Background: an optimization exercise with open tools, aiming at small area, a short achievable clock period and few clock cycles per item. Do not read the settings as production practice.
For this run, only the layout was checked, not whether the RTL still works.
Power and IR drop assume default switching activity.

==> design/flow/config.mk <==
export PLATFORM = sky130hd
export DESIGN_NAME = cvt_top
export DESIGN_NICKNAME = cvt_top
export VERILOG_FILES = /design/flow/design.v
export SDC_FILE = /design/flow/constraint.sdc
export NUM_CORES = 4
export LEC_CHECK = 0
export ABC_CLOCK_PERIOD_IN_PS = 2800
export CAP_MARGIN = 20
export CORE_MARGIN = 2
export CORE_UTILIZATION = 40
export SETUP_SLACK_MARGIN = 3.2
export SLEW_MARGIN = 20
==> design/flow/constraint.sdc <==
create_clock -name core_clock -period 6.0 [get_ports {clk}]
set_input_delay 1.2000 -clock core_clock [delete_from_list [all_inputs] [get_ports {clk}]]
set_output_delay 1.2000 -clock core_clock [all_outputs]
set_load 0.01 [all_outputs]
==> design/flow/design.v <==
`timescale 1ns/1ps
package cvt_types_pkg;
	typedef enum logic [2:0] {
		IDLE,
		CFG_READ,      
		STORE,         
		SORT,          
		OUTPUT,        
		CLEAR_CNT      
	} cvt_state_e;
	typedef enum logic [31:0] {
		MODE_CHANNEL_MAJOR = 32'd1,    
		MODE_ROW_MAJOR     = 32'd2     
	} cvt_mode_e;
endpackage
`timescale 1ns/1ps
package cvt_cfg_pkg;
	typedef logic [31:0] cfg_field_t;
	typedef struct packed {
		logic [31:0] mode;          
		cfg_field_t ch_step;         
		cfg_field_t chpart_step;     
		cfg_field_t ch_part_num;     
	} cvt_cfg_t;
endpackage
`timescale 1ns/1ps
module cvt_top (
	input  logic                      clk,
	input  logic                      reset,
	input  logic [64-1:0] din_data,
	input  logic                      din_empty_n,
	output logic                      din_read,
	input  logic                      dout_full_n,
	output logic [64-1:0] dout_data,
	output logic                      dout_last,
	output logic                      dout_write
);
	localparam int W  = 64;
	localparam int N  = 32;    
	localparam int RP = 29;                 
	typedef struct packed {
		logic       cm;     
		logic [3:0] cs;     
		logic [3:0] ps;     
		logic       p2;     
	} cfg_t;
	logic [W-1:0] din_q;        
	logic         tk_q;         
	logic [4:0]   wq;           
	logic         tk_c0_q;      
	logic         tk_c1_q;      
	logic [5:0]   nxt;          
	logic [4:0]   ph;           
	logic [4:0]   in_base;      
	logic [5:0]   in_cnt;       
	logic         a_cm;         
	logic         load;         
	logic         take;
	logic         ins;          
	logic         ins0;         
	logic         ins31;        
	logic [4:0]   base_eff;
	logic         w0_ok;
	logic         ow_ok;
	logic         rd_if_take;
	logic         rd_if_not;
	logic [4:0]   slot_head;    
	logic [4:0]   slot_want;    
	logic [5:0]   nxt_w;
	logic [4:0]   ld_ph;        
	logic [4:0]   rd_ph;        
	logic [W-1:0] ring [N];
	cfg_t         cfg_in;
	cfg_t         cfg_a;
	cfg_t         cfg_b;
	cfg_t         cfg_ld;
	logic         rd_active;
	logic [4:0]   rd_base;
	logic [5:0]   rd_cnt;       
	logic         rd_is_in;     
	logic         rm_pend;      
	logic         rd_go;
	logic [4:0]   ow_word;      
	logic         b_full;
	logic [4:0]   e;
	logic         out_rdy;
	logic         s_adv;
	logic         issue;
	assign take  = din_read & din_empty_n;
	assign ins   = tk_q;
	assign ins0  = tk_q & (wq == 5'd0);
	assign ins31 = tk_q & (wq == 5'd31);
	assign base_eff = ins0 ? ph : in_base;
	assign slot_head = ph + 5'd2;
	assign nxt_w     = nxt - 6'd2;
	assign slot_want = base_eff + nxt_w[4:0];
	assign ow_word   = slot_head - rd_base;
	assign ow_ok   = ~rd_active | rd_is_in | ({1'b0, ow_word} < rd_cnt)
		| (({1'b0, ow_word} == rd_cnt) & rd_go);
	assign w0_ok   = (~a_cm | load) & ~rm_pend & ow_ok;
	always_comb begin
		if (nxt < 6'd2) begin
			rd_if_not = 1'b1;
		end else if (nxt == 6'd2) begin
			rd_if_not = w0_ok;
		end else begin
			rd_if_not = ow_ok & (slot_head == slot_want);
		end
		if (nxt == 6'd1) begin
			rd_if_take = w0_ok;
		end else if ((nxt >= 6'd2) && (nxt <= 6'd32)) begin
			rd_if_take = ow_ok;
		end else begin
			rd_if_take = 1'b1;
		end
	end
	always_ff @(posedge clk) begin
		din_q <= din_data;
	end
	always_ff @(posedge clk or posedge reset) begin
		if (reset) begin
			din_read <= 1'b0;
			tk_q     <= 1'b0;
			wq       <= '0;
			tk_c0_q  <= 1'b0;
			tk_c1_q  <= 1'b0;
			nxt      <= '0;
			ph       <= '0;
			in_base  <= '0;
			in_cnt   <= '0;
			a_cm     <= 1'b0;
		end else begin
			din_read <= take ? rd_if_take : rd_if_not;
			tk_q     <= take & (nxt >= 6'd2);
			wq       <= nxt_w[4:0];
			tk_c0_q  <= take & (nxt == 6'd0);
			tk_c1_q  <= take & (nxt == 6'd1);
			if (take) nxt <= (nxt == 6'd33) ? 6'd0 : nxt + 6'd1;
			ph       <= ph + 5'd1;
			if (ins0) in_base <= ph;
			if (ins)  in_cnt  <= {1'b0, wq} + 6'd1;
			if (load) begin
				a_cm <= 1'b0;
			end else if (take & (nxt == 6'd2) & cfg_in.cm) begin
				a_cm <= 1'b1;
			end
		end
	end
	always_ff @(posedge clk or posedge reset) begin
		if (reset) begin
			cfg_in <= '0;
			cfg_a  <= '0;
			cfg_b  <= '0;
		end else begin
			if (tk_c0_q) begin
				cfg_in.cm <= (din_q[W-1 -: 32] == 32'd1);
				cfg_in.cs <= din_q[3:0];
			end
			if (tk_c1_q) begin
				cfg_in.ps <= din_q[35:32];
				cfg_in.p2 <= (din_q[31:0] == 32'd2);
			end
			if (ins31) cfg_a <= cfg_in;
			if (load)  cfg_b <= cfg_ld;
		end
	end
	always_ff @(posedge clk) begin
		ring[0] <= ins ? din_q : ring[N-1];
		for (int p = 1; p < N; p++) begin
			ring[p] <= ring[p-1];
		end
	end
	assign rd_ph = rd_base + rd_cnt[4:0] + 5'd30;    
	assign rd_go = rd_active & s_adv & ~load & ~b_full
		& (ph == rd_ph)
		& (~rd_is_in | (rd_cnt < in_cnt));
	always_ff @(posedge clk or posedge reset) begin
		if (reset) begin
			rd_active <= 1'b0;
			rd_base   <= '0;
			rd_cnt    <= '0;
			rd_is_in  <= 1'b0;
			rm_pend   <= 1'b0;
		end else begin
			if (~rd_active & rm_pend) begin
				rd_active <= 1'b1;
				rd_base   <= in_base;
				rd_cnt    <= '0;
				rd_is_in  <= (in_cnt != 6'd32) & ~ins31;
				rm_pend   <= 1'b0;
			end else begin
				if (ins0 & ~cfg_in.cm) rm_pend <= 1'b1;
				if (rd_go) begin
					rd_cnt <= rd_cnt + 6'd1;
					if (rd_cnt == 6'd31) rd_active <= 1'b0;
				end
				if (ins31) rd_is_in <= 1'b0;
			end
		end
	end
	logic [W-1:0] bmem [N];
	logic [4:0]   e_iss;
	cfg_t         cfg_iss;
	logic         s_vld;
	logic         s_last;
	logic [7:0]   s_colb [16];  
	logic [3:0]   s_addr [8];
	logic         part;
	logic         bank;
	logic [2:0]   bsel;
	logic         col;
	logic [3:0]   addr_n [8];
	logic [3:0]   kcs [8];
	logic [7:0]   colb [16];    
	assign ld_ph  = in_base - 5'd1;
	assign load   = a_cm & (ins31 | (in_cnt == 6'd32)) & (ph == ld_ph) & ~b_full;
	assign cfg_ld = ins31 ? cfg_in : cfg_a;
	always_ff @(posedge clk) begin
		if (load) begin
			for (int j = 0; j < N-1; j++) begin
				bmem[j] <= ring[N-2-j];
			end
			bmem[N-1] <= ins ? din_q : ring[N-1];
		end
	end
	assign out_rdy = ~dout_write | dout_full_n;
	assign s_adv   = ~s_vld | out_rdy;
	assign issue   = s_adv & b_full;
	assign e_iss   = e;
	assign cfg_iss = cfg_b;
	always_comb begin
		if (cfg_iss.p2) begin
			part = e_iss[0];
			bank = e_iss[1];
			bsel = e_iss[4:2];
			col  = 1'b0;
		end else begin
			part = 1'b0;
			bank = e_iss[0];
			bsel = e_iss[3:1];
			col  = e_iss[4];
		end
		for (int a = 0; a < 16; a++) begin
			colb[a] = bmem[{bank, 4'(a)}][W-1 - 8*bsel -: 8];
		end
		for (int k = 0; k < 8; k++) begin
			kcs[k]    = 4'(k * cfg_iss.cs);
			addr_n[k] = kcs[k] + (part ? cfg_iss.ps : 4'd0) + {3'd0, col};
		end
	end
	always_ff @(posedge clk or posedge reset) begin
		if (reset) begin
			b_full   <= 1'b0;
			e        <= '0;
			s_vld    <= 1'b0;
			s_last   <= 1'b0;
		end else begin
			if (load) begin
				b_full <= 1'b1;
				e      <= '0;
			end else if (issue) begin
				e <= e + 5'd1;
				if (e == 5'd31) b_full <= 1'b0;    
			end
			if (issue) begin
				s_vld  <= 1'b1;
				s_last <= (e_iss == 5'd31);
			end else if (rd_go) begin
				s_vld  <= 1'b1;
				s_last <= (rd_cnt == 6'd31);
			end else if (s_adv) begin
				s_vld  <= 1'b0;
			end
		end
	end
	always_ff @(posedge clk) begin
		if (issue) begin
			for (int a = 0; a < 16; a++) s_colb[a] <= colb[a];
			for (int k = 0; k < 8; k++) s_addr[k] <= addr_n[k];
		end else if (rd_go) begin
			for (int a = 0; a < 8; a++) s_colb[a] <= ring[RP][W-1 - 8*a -: 8];
			for (int k = 0; k < 8; k++) s_addr[k] <= 4'(k);
		end
	end
	logic [W-1:0] g_cm;
	always_comb begin
		for (int k = 0; k < 8; k++) begin
			g_cm[W-1 - 8*k -: 8] = s_colb[s_addr[k]];
		end
	end
	always_ff @(posedge clk or posedge reset) begin
		if (reset) begin
			dout_write <= 1'b0;
			dout_last  <= 1'b0;
		end else if (out_rdy) begin
			dout_write <= s_vld;
			dout_last  <= s_last;
		end
	end
	always_ff @(posedge clk) begin
		if (out_rdy & s_vld) begin
			dout_data <= g_cm;
		end
	end
endmodule
==> design/flow/run.sh <==
#!/bin/bash
# synth_recipe.tcl (not shown) runs the flow's synth.tcl, then flattens the netlist and writes it again
# the make line also repeats each setting of config.mk as NAME=value (left out here)
make -C /OpenROAD-flow-scripts/flow DESIGN_CONFIG=/design/flow/config.mk WORK_HOME=/design/flow/orfs CLKGATE_MAP_FILE= SYNTH_SCRIPT=/design/flow/synth_recipe.tcl finish
==> impl_metrics.env <==
export IMPL_nets=10786
export IMPL_synth_simple_area_share=0.0480
export IMPL_cts_tree="done"
export IMPL_grt_first_pass_wirelength_mm=668
export IMPL_ys_async_sr_fraction=0.0188
export IMPL_synth_edf_count=2264
export IMPL_maxSlewViolCount=0
export IMPL_synth_xor_area_frac=0.00401
export IMPL_final_cells=15868
export IMPL_drive_above_1_share=0.257
export IMPL_cts_htree_levels=5
export IMPL_synth_cell_types=86
export IMPL_syn_avg_cell_area_um2=15.6
export IMPL_grt_met1_usage=0.334
export IMPL_multi_input_area_um2=36600
export IMPL_min_from="ring[1][59]"
export IMPL_finalHoldViolCount=0
export IMPL_ioPinCount=135
export IMPL_synthMuxAreaShare=0.0871
export IMPL_finalPower_mw=106
export IMPL_final_cell_area_um2=192000
export IMPL_worstHoldPathType="flip-flop to flip-flop"
export IMPL_drcViolationCount=0
export IMPL_cp_max_fo=5
export IMPL_hold_depth=0
export IMPL_gr_usage_met3=0.0487
export IMPL_die_h_um=611
export IMPL_timing_rr_start="rd_cnt[1]"
export IMPL_yosysSeqAreaShare=0.762
export IMPL_whs_ps=272
export IMPL_fin_crit_sh=0.538
export IMPL_routedWlPerCell_um=32.0
export IMPL_timing_rr_end="s_colb[3][5]"
export IMPL_clockBufferDepth=4
export IMPL_die_area_um2=374000
export IMPL_coreArea_um2=366000
export IMPL_fmax_ghz=0.310
export IMPL_ys_warn_count=8
export IMPL_num_fill_cells=28418
export IMPL_finalSetupTns_ps=0
export IMPL_p_leak_nw=70.8
export IMPL_grt_max_degree=159
export IMPL_clk_latency_ps=1000
export IMPL_rows=222
export IMPL_antenna_found_initial=51
export IMPL_grt_busiest_layer="met2"
export IMPL_status="complete, no violations"
export IMPL_relSlewSlack=0.159
export IMPL_cts_sinks=4460
export IMPL_synthCells=9457
export IMPL_p_per_area_nw_per_um2=552
export IMPL_setup_viol=0
export IMPL_cts_root_buf="clkbuf_16"
export IMPL_area_growth_pct=30.3
export IMPL_ff2ff_path_depth=16
export IMPL_path_clk_slew_ps=60
export IMPL_holdPathEnd="ring[2][59]"
export IMPL_dpl_cell_count=14035
export IMPL_initial_utilization=0.403
export IMPL_worstSetupPathType="flip-flop to flip-flop"
export IMPL_syn_nets=9599
export IMPL_synth_top_family_by_area="multiplexers"
export IMPL_yosys_most_used_dff="edfxtp_1"
export IMPL_netlist_top_cells_area="edfxtp_1, dfxtp_1, mux2i_1"
export IMPL_critPathLaunchType="flip-flop"
export IMPL_gp_congestion=0.919
export IMPL_dpl_hpwl_mm=272
export IMPL_grt_pass1_vias=87489
export IMPL_synth_compound_area_frac=0.0731
export IMPL_via_per_inst=5.74
export IMPL_overflow=0
export IMPL_portBuffers=134
export IMPL_die_width_um=611
export IMPL_worstPathRequired_ps=6660
export IMPL_r2r_setup_slack_ps=2770
export IMPL_end_kind="flip-flop"
export IMPL_synthAdderAreaFrac=0.00699
export IMPL_finalClockSkew_ps=93.2
export IMPL_drt_first_pass_iters=7
export IMPL_cts_buffers_inserted=425
export IMPL_drt_iter0_drc=12192
export IMPL_peakVddDrop_mv=0.515
export IMPL_ys_ff_latch=4460
export IMPL_grt_usage=0.251
export IMPL_routed_wl_mm=507
export IMPL_cap_violations=0
export IMPL_vias=91112
export IMPL_synth_top_area_frac=0.461
export IMPL_grtUsageMet2=0.399
export IMPL_arrival_ps=3890
export IMPL_seqCellArea_um2=112000
export IMPL_tightestPinTransition_ps=1260
export IMPL_netlist_area_um2=147000
export IMPL_min_period_ps=3230
export IMPL_rsz0062_at_grt="yes"
export IMPL_place_area_um2=155000
export IMPL_yosys_area_top_type="edfxtp_1"
export IMPL_ant_nets=0
cell usage after synthesis, types with 48 or more instances:
master,instances
a311oi_1,76
a22oi_1,126
nand2b_1,64
o21ai_0,240
a21oi_1,327
dfxtp_1,2112
o22ai_1,100
nor2_1,184
o32ai_1,67
mux2i_1,785
inv_1,86
nor2b_1,48
edfxtp_1,2264
clkbuf_1,343
mux2_2,138
buf_1,52
ha_1,60
dfrtp_1,84
a221oi_1,101
nand3_1,227
o22a_1,79
nor3_1,101
buf_2,125
o211ai_1,121
nand2_1,851
mux4_2,150
final cells by class:
type,instances,area share
clock inverters,165,0.00947
multi-input cells,4359,0.190
repair inverters,6,0.000488
diodes,32,0.000417
well taps,4816,0.0314
repair buffers,1300,0.116
inverters,92,0.00216
flip-flops and latches,4460,0.585
clock buffers,638,0.0650
layout by cell type (no fill, tap or decap), drive strengths merged, types with 43 or more instances in the layout:
cell type      netlist  routed
a21oi              327     327
a221oi             140     140
a22oi              126     126
a311oi              76      76
a31oi               44      44
buf                218    1091
clkbuf             344     762
clkdlybuf4s50        0      67
clkinv               3     121
dfrtp               84      84
dfxtp             2112    2112
edfxtp            2264    2264
ha                  60      60
inv                 89     112
mux2               142     144
mux2i              785     785
mux4               150     150
nand2              852     858
nand2b              64      69
nand3              227     227
nor2               185     186
nor2b               49      49
nor3               101     101
o211ai             121     121
o21ai              240     240
o22a                79      79
o22ai              100     100
o32ai               67      67
xnor2               43      43
worst max-delay path, cell delays in order, from the launching register on:
cell and delay, ps:
dfrtp_2 430, inv_2 90, ha_4 200, inv_4 50
ha_4 120, inv_2 30, fa_2 530, xor2_1 140
nand4_1 120, nor3_2 160, o211a_1 250, nand2_4 90
nand2_8 150, buf_12 130, buf_6 90, buf_12 130
buf_16 150
metal layers:
layer	share of wire	wire (µm)
met5	0.00023	119
met4	0.058	29200
met3	0.10	50700
met2	0.46	232000
met1	0.38	195000
per-stage QoR:
stage,util,worst slack [ps]
finish,0.525,2770
CTS,0.502,2710
detailed placement,0.422,1340
global route,0.524,2680
floorplan,-,-1190
global placement,0.422,1400
registers in the layout, indices dropped and copies added, names as in the netlist, 10 cells and up:
name       count
dout_data     64
din_q         64
ring        2048
bmem        2048
s_addr        24
s_colb       128
cfg_in        10
cells by family after synthesis:
kind of cell | after synthesis
muxes | 1077
AOI/OAI and AO/OA | 1525
adders and majority gates | 74
DFF | 4460
and+or+nand+nor | 1601
xor gates and xnor gates | 66
buffers and inverters | 654
worst max path at each step:
stage,startpoint,end,slack [ps],cells after the start
2_1_floorplan,in_base[0],cfg_b[1],-1190,10
3_3_place_gp,cfg_b[0],s_colb[14][4],1400,9
3_5_place_dp,cfg_b[0],s_colb[14][4],1340,9
4_1_cts,rd_cnt[1],s_colb[3][5],2710,16
5_1_grt,rd_cnt[1],s_colb[1][4],2680,16
6_report,rd_cnt[1],s_colb[3][5],2770,16
power breakdown:
group	internal (mW)	total [mW]	switching, mW	leakage [nW]
logic	16.9	39.2	22.3	24.4
registers	35.4	39.7	4.26	39.3
clock network	15.5	27.1	11.7	7.04
total	67.8	106	38.2	70.8
what timing repair did:
action                                  in CTS  in global routing
pin swaps                                  196                232
endpoints found under the setup margin    2458               2137
resized for setup                         1309                607
endpoints found under the hold margin        0                  0
gates cloned                               263                151
setup buffers                              399                185
hold buffers                                 0                  0

[what the ideal ports hide]
In the flow no input, the clock included, has a driving cell. The finished layout below was timed again as built, in two steps.
Step 1, drivers: a clkbuf_16 drives clk and a buf_2 each remaining input, both assumed.
Step 2 adds t to the input delays and takes it off the output delays; t is the mean of the earliest and latest rising clock arrival at the registers after step 1. Input paths then give back, and output paths get back, about the clock's delay inside the block.
a / b / c = no drivers / after step 1 / after step 2; a / b = the first two.
t, ns: 1.067
setup slack, ns: 2.770 / 2.770 / 2.186
worst data-port slew with drivers (ns): 0.11
After both steps this run still meets setup and hold. The setup slack of this run moves by 0.000 ns with the drivers and by -0.584 ns with both steps.
